Background: an optimization exercise with open tools, aiming at small area. Do not read the settings as production practice. At most, simulation tests tie the RTL to the original design; equivalence was not proved. Power figures rest on the tool's default switching activity, not on a simulated workload.

== run a ==
==> flow/design.v <==
package oled_pkg;
	localparam int CELL_W    = 12;
	localparam int SNAKE_LEN = 10;
	localparam int N_PAGES   = 4;
	localparam int N_COLS    = 128;
	localparam int BODY_IDX_W = $clog2(SNAKE_LEN);
	localparam logic [BODY_IDX_W-1:0] LAST_CELL = BODY_IDX_W'(SNAKE_LEN - 1);
	localparam int SCLK_HALF = 2;	 
	localparam int BYTE_GAP  = 4;	 
	localparam int unsigned DEF_VDD_WAIT  = 32'd50;
	localparam int unsigned DEF_RES_LOW   = 32'd40;
	localparam int unsigned DEF_VBAT_WAIT = 32'd60;
	localparam int unsigned DEF_FRAME_GAP = 32'd200;
	localparam int N_INIT_CMDS = 12;
	localparam logic [8*N_INIT_CMDS-1:0] INIT_CMDS = {	 
		8'hAE, 8'h8D, 8'h14, 8'hD9, 8'hF1, 8'h81,
		8'h0F, 8'hA0, 8'hC0, 8'hDA, 8'h00, 8'hAF
	};
	localparam logic [7:0] CMD_ADDR_MODE = 8'h20;
	localparam logic [7:0] CMD_PAGE_MODE = 8'h10;
	localparam logic [7:0] CMD_PAGE_ADDR = 8'h22;
	localparam logic [1:0] DIR_RIGHT = 2'd0;
	localparam logic [1:0] DIR_LEFT  = 2'd1;
	localparam logic [1:0] DIR_DOWN  = 2'd2;
	localparam logic [1:0] DIR_UP    = 2'd3;
	localparam logic [2:0] PS_VDD    = 3'd0;
	localparam logic [2:0] PS_SEND   = 3'd1;
	localparam logic [2:0] PS_RES_LO = 3'd2;
	localparam logic [2:0] PS_RES_HI = 3'd3;
	localparam logic [2:0] PS_VBAT   = 3'd4;
	localparam logic [2:0] PS_DONE   = 3'd5;
	localparam logic [2:0] SE_IDLE  = 3'd0;
	localparam logic [2:0] SE_PLACE = 3'd1;
	localparam logic [2:0] SE_MOVE  = 3'd2;
	localparam logic [2:0] SE_CLEAR = 3'd3;
	localparam logic [2:0] SE_DRAW  = 3'd4;
	localparam logic [2:0] FW_GAP  = 3'd0;
	localparam logic [2:0] FW_DRAW = 3'd1;
	localparam logic [2:0] FW_MODE = 3'd2;
	localparam logic [2:0] FW_PAGE = 3'd3;
	localparam logic [2:0] FW_LOAD = 3'd4;
	localparam logic [2:0] FW_DATA = 3'd5;
	typedef logic [CELL_W-1:0] cell_loc_t;
endpackage
`timescale 1ns/10ps
module oled_snake_top #(
	parameter int unsigned vdd_wait  = 50,
	parameter int unsigned res_low   = 40,
	parameter int unsigned vbat_wait = 60,
	parameter int unsigned frame_gap = 200
) (
	input  logic clk,
	input  logic rstn,
	input  logic display,
	input  logic mv_l,
	input  logic mv_r,
	input  logic mv_u,
	input  logic mv_d,
	output logic oled_res,
	output logic oled_dc,
	output logic oled_sclk,
	output logic oled_sdin,
	output logic oled_vbat,
	output logic oled_vdd,
	output logic ready
);
	localparam logic [2:0] S_VDD  = 3'd0;
	localparam logic [2:0] S_CMD  = 3'd1;	 
	localparam logic [2:0] S_RES  = 3'd2;
	localparam logic [2:0] S_VBAT = 3'd3;
	localparam logic [2:0] S_GAP  = 3'd4;
	localparam logic [2:0] S_SNK  = 3'd5;	 
	localparam logic [2:0] S_PCMD = 3'd6;	 
	localparam logic [2:0] S_DATA = 3'd7;
	localparam logic [95:0] INIT_CMDS = {
		8'hAE, 8'h8D, 8'h14, 8'hD9, 8'hF1, 8'h81,
		8'h0F, 8'hA0, 8'hC0, 8'hDA, 8'h00, 8'hAF
	};
	logic [4:0] btn_sync, btn_prev, released;
	logic [1:0] dir;
	logic       game_on, game_on_q, place_pend, shown;
	logic [2:0] st;
	logic [5:0] P;
	logic [6:0] col;
	logic [1:0] page;
	logic [3:0] K;
	logic [7:0] dbyte;
	logic [4:0] wrow;
	logic [6:0] wcol;
	logic [1:0] M [0:8];
	assign released = btn_prev & ~btn_sync;
	wire slot     = (st == S_CMD) || (st == S_PCMD) || (st == S_DATA);
	wire counting = (st == S_GAP) || (st == S_SNK) || (st == S_DATA);
	wire at_r     = (st == S_GAP) && {page, col, P} == {2'd0, 7'd3, 6'd8};
	wire do_place = at_r && place_pend;
	wire do_move  = at_r && !place_pend && game_on && shown;
	wire walk     = (st == S_DATA) && (P[5:4] == 2'b01) && (P[3:0] <= 4'd9);
	wire fwd      = !col[0];
	wire [3:0] s  = P[3:0];
	wire [3:0] j  = fwd ? s : 4'd8 - s;
	logic [7:0] cbyte;
	always_comb begin
		if (!ready)
			cbyte = INIT_CMDS[8*(11-int'(K)) +: 8];
		else case (K[2:0])
			3'd2:    cbyte = 8'h20;
			3'd3:    cbyte = 8'h10;
			3'd4:    cbyte = 8'h22;
			3'd5:    cbyte = {6'd0, page};
			3'd6:    cbyte = 8'h00;
			default: cbyte = 8'h10;
		endcase
	end
	wire [2:0] bidx  = 3'd6 - P[4:2];	 
	wire       nbit  = (st == S_DATA) ? dbyte[bidx] : cbyte[bidx];
	wire       fall  = slot && P[1:0] == 2'b00 && P >= 6'd28 && P <= 6'd56;
	assign oled_sclk = !(slot && P >= 6'd29 && P <= 6'd58 && (P[0] ^ P[1]));
	assign oled_res  = !(st == S_RES && P >= 6'd10 && P <= 6'd48);
	logic [1:0] md;
	logic       minv;
	always_comb begin
		md   = (st == S_GAP) ? dir : M[j];
		minv = (st == S_DATA) && fwd;
	end
	wire mneg = md[0] ^ minv;
	always_ff @(posedge clk) begin
		if (do_place) begin
			wrow <= 5'd0;
			wcol <= 7'd9;
			for (int i = 0; i < 9; i++)
				M[i] <= 2'd0;
		end else if (do_move || (walk && s != 4'd9)) begin
			if (md[1])
				wrow <= mneg ? wrow - 5'd1 : wrow + 5'd1;
			else
				wcol <= mneg ? wcol - 7'd1 : wcol + 7'd1;
			if (do_move) begin
				M[0] <= dir;
				for (int i = 1; i < 9; i++)
					M[i] <= M[i-1];
			end
		end
		if (walk) begin
			for (int b = 0; b < 8; b++)
				dbyte[b] <= (dbyte[b] && s != 4'd0) ||
					(shown && wrow[4:3] == page && wcol == col && wrow[2:0] == 3'(b));
		end
	end
	always_ff @(posedge clk or negedge rstn) begin
		if (!rstn) begin
			btn_sync   <= '0;
			btn_prev   <= '0;
			dir        <= 2'd0;
			game_on    <= 1'b0;
			game_on_q  <= 1'b0;
			place_pend <= 1'b0;
			shown      <= 1'b0;
			st         <= S_VDD;
			P          <= 6'd39;
			col        <= '0;
			page       <= '0;
			K          <= '0;
			ready      <= 1'b0;
			oled_vdd   <= 1'b1;
			oled_vbat  <= 1'b1;
			oled_dc    <= 1'b0;
			oled_sdin  <= 1'b1;
		end else begin
			btn_sync <= {display, mv_d, mv_u, mv_l, mv_r};
			btn_prev <= btn_sync;
			if (released[0])
				dir <= 2'd0;
			else if (released[1])
				dir <= 2'd1;
			else if (released[2])
				dir <= 2'd3;
			else if (released[3])
				dir <= 2'd2;
			if (released[4])
				game_on <= ~game_on;
			game_on_q <= game_on;
			oled_vdd <= 1'b0;
			if (st == S_VBAT)
				oled_vbat <= 1'b0;
			if (slot && P == 6'd26)
				oled_dc <= (st == S_DATA);
			if (fall)
				oled_sdin <= nbit;
			P <= P + 6'd1;
			if (counting && P == 6'd63)
				{page, col} <= {page, col} + 9'd1;
			case (st)
			S_VDD, S_VBAT:
				if (P == 6'd24)
					st <= S_CMD;
			S_RES:	 
				if (P == 6'd63)
					st <= S_VDD;
			S_CMD: if (P == 6'd63) begin
				P <= 6'd25;
				K <= K + 4'd1;
				if (K == 4'd0) begin
					st <= S_RES;
					P  <= 6'd9;
				end else if (K == 4'd4) begin
					st <= S_VBAT;
					P  <= 6'd29;
				end else if (K == 4'd11) begin
					st    <= S_GAP;
					ready <= 1'b1;
					P     <= 6'd0;
				end
			end
			S_GAP: if (at_r) begin
				st   <= S_SNK;
				page <= 2'd3;
				col  <= 7'd64;
				if (place_pend || (game_on && shown))
					P <= 6'd4;
				else if (shown)
					P <= 6'd14;
				else
					P <= 6'd24;
				if (place_pend) begin
					place_pend <= 1'b0;
					shown      <= 1'b1;
				end
			end
			S_SNK: if ({page, col, P} == {2'd0, 7'd0, 6'd24}) begin
				st <= S_PCMD;
				K  <= 4'd2;
			end
			S_PCMD: if (P == 6'd63) begin
				K <= K + 4'd1;
				P <= 6'd25;
				if (K[2:0] == 3'd7) begin
					st <= S_DATA;
					P  <= 6'd16;
				end
			end
			default: if (P == 6'd63) begin	 
				P <= 6'd16;
				if (col == 7'd127) begin
					if (page == 2'd3) begin
						st <= S_GAP;
						P  <= 6'd0;
					end else begin
						st <= S_PCMD;
						K  <= 4'd4;
						P  <= 6'd25;
					end
				end
			end
			endcase
			if (game_on && !game_on_q)
				place_pend <= 1'b1;
		end
	end
endmodule
Settings: LEC_CHECK=0, ABC_AREA=1, CAP_MARGIN=20, CORE_MARGIN=2, CORE_UTILIZATION=40, SLEW_MARGIN=20; clock period 25.0 ns.
run.sh (not shown) runs the stock make flow with config.mk's settings and CLKGATE_MAP_FILE= SYNTH_SCRIPT=/design/flow/synth_recipe.tcl, a recipe that flattens the netlist after the stock synthesis.
The following lists how run b was set up differently from run a:
--- a/flow/design.v
+++ b/flow/design.v
@@ -68,11 +68,11 @@
 	localparam logic [2:0] S_CMD  = 3'd1;	 
 	localparam logic [2:0] S_RES  = 3'd2;
 	localparam logic [2:0] S_VBAT = 3'd3;
 	localparam logic [2:0] S_GAP  = 3'd4;
 	localparam logic [2:0] S_SNK  = 3'd5;	 
-	localparam logic [2:0] S_PCMD = 3'd6;	 
+	localparam logic [2:0] S_PLC  = 3'd6;	 
 	localparam logic [2:0] S_DATA = 3'd7;
 	localparam logic [95:0] INIT_CMDS = {
 		8'hAE, 8'h8D, 8'h14, 8'hD9, 8'hF1, 8'h81,
 		8'h0F, 8'hA0, 8'hC0, 8'hDA, 8'h00, 8'hAF
 	};
@@ -87,19 +87,19 @@
 	logic [7:0] dbyte;
 	logic [4:0] wrow;
 	logic [6:0] wcol;
 	logic [1:0] M [0:8];
 	assign released = btn_prev & ~btn_sync;
-	wire slot     = (st == S_CMD) || (st == S_PCMD) || (st == S_DATA);
-	wire counting = (st == S_GAP) || (st == S_SNK) || (st == S_DATA);
+	wire slot     = (st == S_CMD) || (st == S_DATA);
+	wire counting = (st == S_GAP) || (st == S_SNK) || (st == S_PLC) || (st == S_DATA);
 	wire at_r     = (st == S_GAP) && {page, col, P} == {2'd0, 7'd3, 6'd8};
 	wire do_place = at_r && place_pend;
 	wire do_move  = at_r && !place_pend && game_on && shown;
 	wire walk     = (st == S_DATA) && (P[5:4] == 2'b01) && (P[3:0] <= 4'd9);
-	wire fwd      = !col[0];
 	wire [3:0] s  = P[3:0];
-	wire [3:0] j  = fwd ? s : 4'd8 - s;
+	wire wmove    = (st == S_DATA) && P[4] && (P[3:0] <= 4'd8);
+	wire wshift   = (st == S_DATA) && P == 6'd25;
 	logic [7:0] cbyte;
 	always_comb begin
 		if (!ready)
 			cbyte = INIT_CMDS[8*(11-int'(K)) +: 8];
 		else case (K[2:0])
@@ -117,35 +117,33 @@
 	assign oled_sclk = !(slot && P >= 6'd29 && P <= 6'd58 && (P[0] ^ P[1]));
 	assign oled_res  = !(st == S_RES && P >= 6'd10 && P <= 6'd48);
 	logic [1:0] md;
 	logic       minv;
 	always_comb begin
-		md   = (st == S_GAP) ? dir : M[j];
-		minv = (st == S_DATA) && fwd;
+		md   = wshift ? 2'd1 : M[8];
+		minv = wmove && P[5];
 	end
 	wire mneg = md[0] ^ minv;
 	always_ff @(posedge clk) begin
 		if (do_place) begin
 			wrow <= 5'd0;
-			wcol <= 7'd9;
-			for (int i = 0; i < 9; i++)
-				M[i] <= 2'd0;
-		end else if (do_move || (walk && s != 4'd9)) begin
+			wcol <= 7'd0;
+		end else if (do_move || wmove || wshift) begin
 			if (md[1])
 				wrow <= mneg ? wrow - 5'd1 : wrow + 5'd1;
 			else
 				wcol <= mneg ? wcol - 7'd1 : wcol + 7'd1;
-			if (do_move) begin
-				M[0] <= dir;
-				for (int i = 1; i < 9; i++)
-					M[i] <= M[i-1];
-			end
+		end
+		if (do_move || wmove || st == S_PLC) begin
+			M[0] <= (st == S_PLC) ? 2'd0 : wmove ? M[8] : dir;
+			for (int i = 1; i < 9; i++)
+				M[i] <= M[i-1];
 		end
 		if (walk) begin
 			for (int b = 0; b < 8; b++)
 				dbyte[b] <= (dbyte[b] && s != 4'd0) ||
-					(shown && wrow[4:3] == page && wcol == col && wrow[2:0] == 3'(b));
+					(shown && wrow[4:3] == page && wcol == 7'd0 && wrow[2:0] == 3'(b));
 		end
 	end
 	always_ff @(posedge clk or negedge rstn) begin
 		if (!rstn) begin
 			btn_sync   <= '0;
@@ -197,11 +195,16 @@
 				if (P == 6'd63)
 					st <= S_VDD;
 			S_CMD: if (P == 6'd63) begin
 				P <= 6'd25;
 				K <= K + 4'd1;
-				if (K == 4'd0) begin
+				if (ready) begin
+					if (K[2:0] == 3'd7) begin
+						st <= S_DATA;
+						P  <= 6'd16;
+					end
+				end else if (K == 4'd0) begin
 					st <= S_RES;
 					P  <= 6'd9;
 				end else if (K == 4'd4) begin
 					st <= S_VBAT;
 					P  <= 6'd29;
@@ -210,11 +213,11 @@
 					ready <= 1'b1;
 					P     <= 6'd0;
 				end
 			end
 			S_GAP: if (at_r) begin
-				st   <= S_SNK;
+				st   <= place_pend ? S_PLC : S_SNK;
 				page <= 2'd3;
 				col  <= 7'd64;
 				if (place_pend || (game_on && shown))
 					P <= 6'd4;
 				else if (shown)
@@ -224,30 +227,22 @@
 				if (place_pend) begin
 					place_pend <= 1'b0;
 					shown      <= 1'b1;
 				end
 			end
-			S_SNK: if ({page, col, P} == {2'd0, 7'd0, 6'd24}) begin
-				st <= S_PCMD;
+			S_SNK, S_PLC: if ({page, col, P} == {2'd0, 7'd0, 6'd24}) begin
+				st <= S_CMD;
 				K  <= 4'd2;
-			end
-			S_PCMD: if (P == 6'd63) begin
-				K <= K + 4'd1;
-				P <= 6'd25;
-				if (K[2:0] == 3'd7) begin
-					st <= S_DATA;
-					P  <= 6'd16;
-				end
 			end
 			default: if (P == 6'd63) begin	 
 				P <= 6'd16;
 				if (col == 7'd127) begin
 					if (page == 2'd3) begin
 						st <= S_GAP;
 						P  <= 6'd0;
 					end else begin
-						st <= S_PCMD;
+						st <= S_CMD;
 						K  <= 4'd4;
 						P  <= 6'd25;
 					end
 				end
 			end
Run b finished every step from synthesis to the final layout, and the layout passed the timing, design-rule and antenna checks. Relative to run a, run b improves routed wire length. Run a and run b ended up with nearly the same clock slew seen by the registers of the worst setup and hold paths. Comparing run a and run b, the higher cell leakage power is on run a. Summary of run b over run a: clock network fraction of design power went up by 3.1 points, average routed wire per standard cell went down by about 2.4%, worst hold slack went down by 8.1 ps, total length of routed met3 wires went down by 23%, number of global-route vias before repair went down by 12%. Of the two candidates, run a has the worse worst slack after detailed placement and run b the better one.
Function not checked in run b: the RTL went through the layout flow alone.

==> static timing again, ports no longer ideal <==
The results above use ideal ports. As a check the final layouts listed here were re-extracted and re-timed, cells and wires unchanged.
Step 1, drivers: a clkbuf_16 drives clk and a buf_2 each remaining input, both assumed.
Step 2 moves the port delays by t, midway between the first and last clock arrival at a register: inputs arrive t later, outputs are due t later. That takes back most of the time a late clock gives input paths.
Slacks: no drivers / after step 1 / after step 2; pairs: no drivers / after step 1.
run | shift t [ns] | slack for setup (ns) | latest minus earliest clock arrival (ns) | worst register clock-pin slew, ns
run a | 0.380 | 17.446 / 17.408 / 17.787 | 0.009 / 0.009 | 0.07 / 0.07
run b | 0.383 | 17.443 / 17.405 / 17.787 | 0.006 / 0.007 | 0.06 / 0.06
After both steps setup and hold are still met in every run listed.
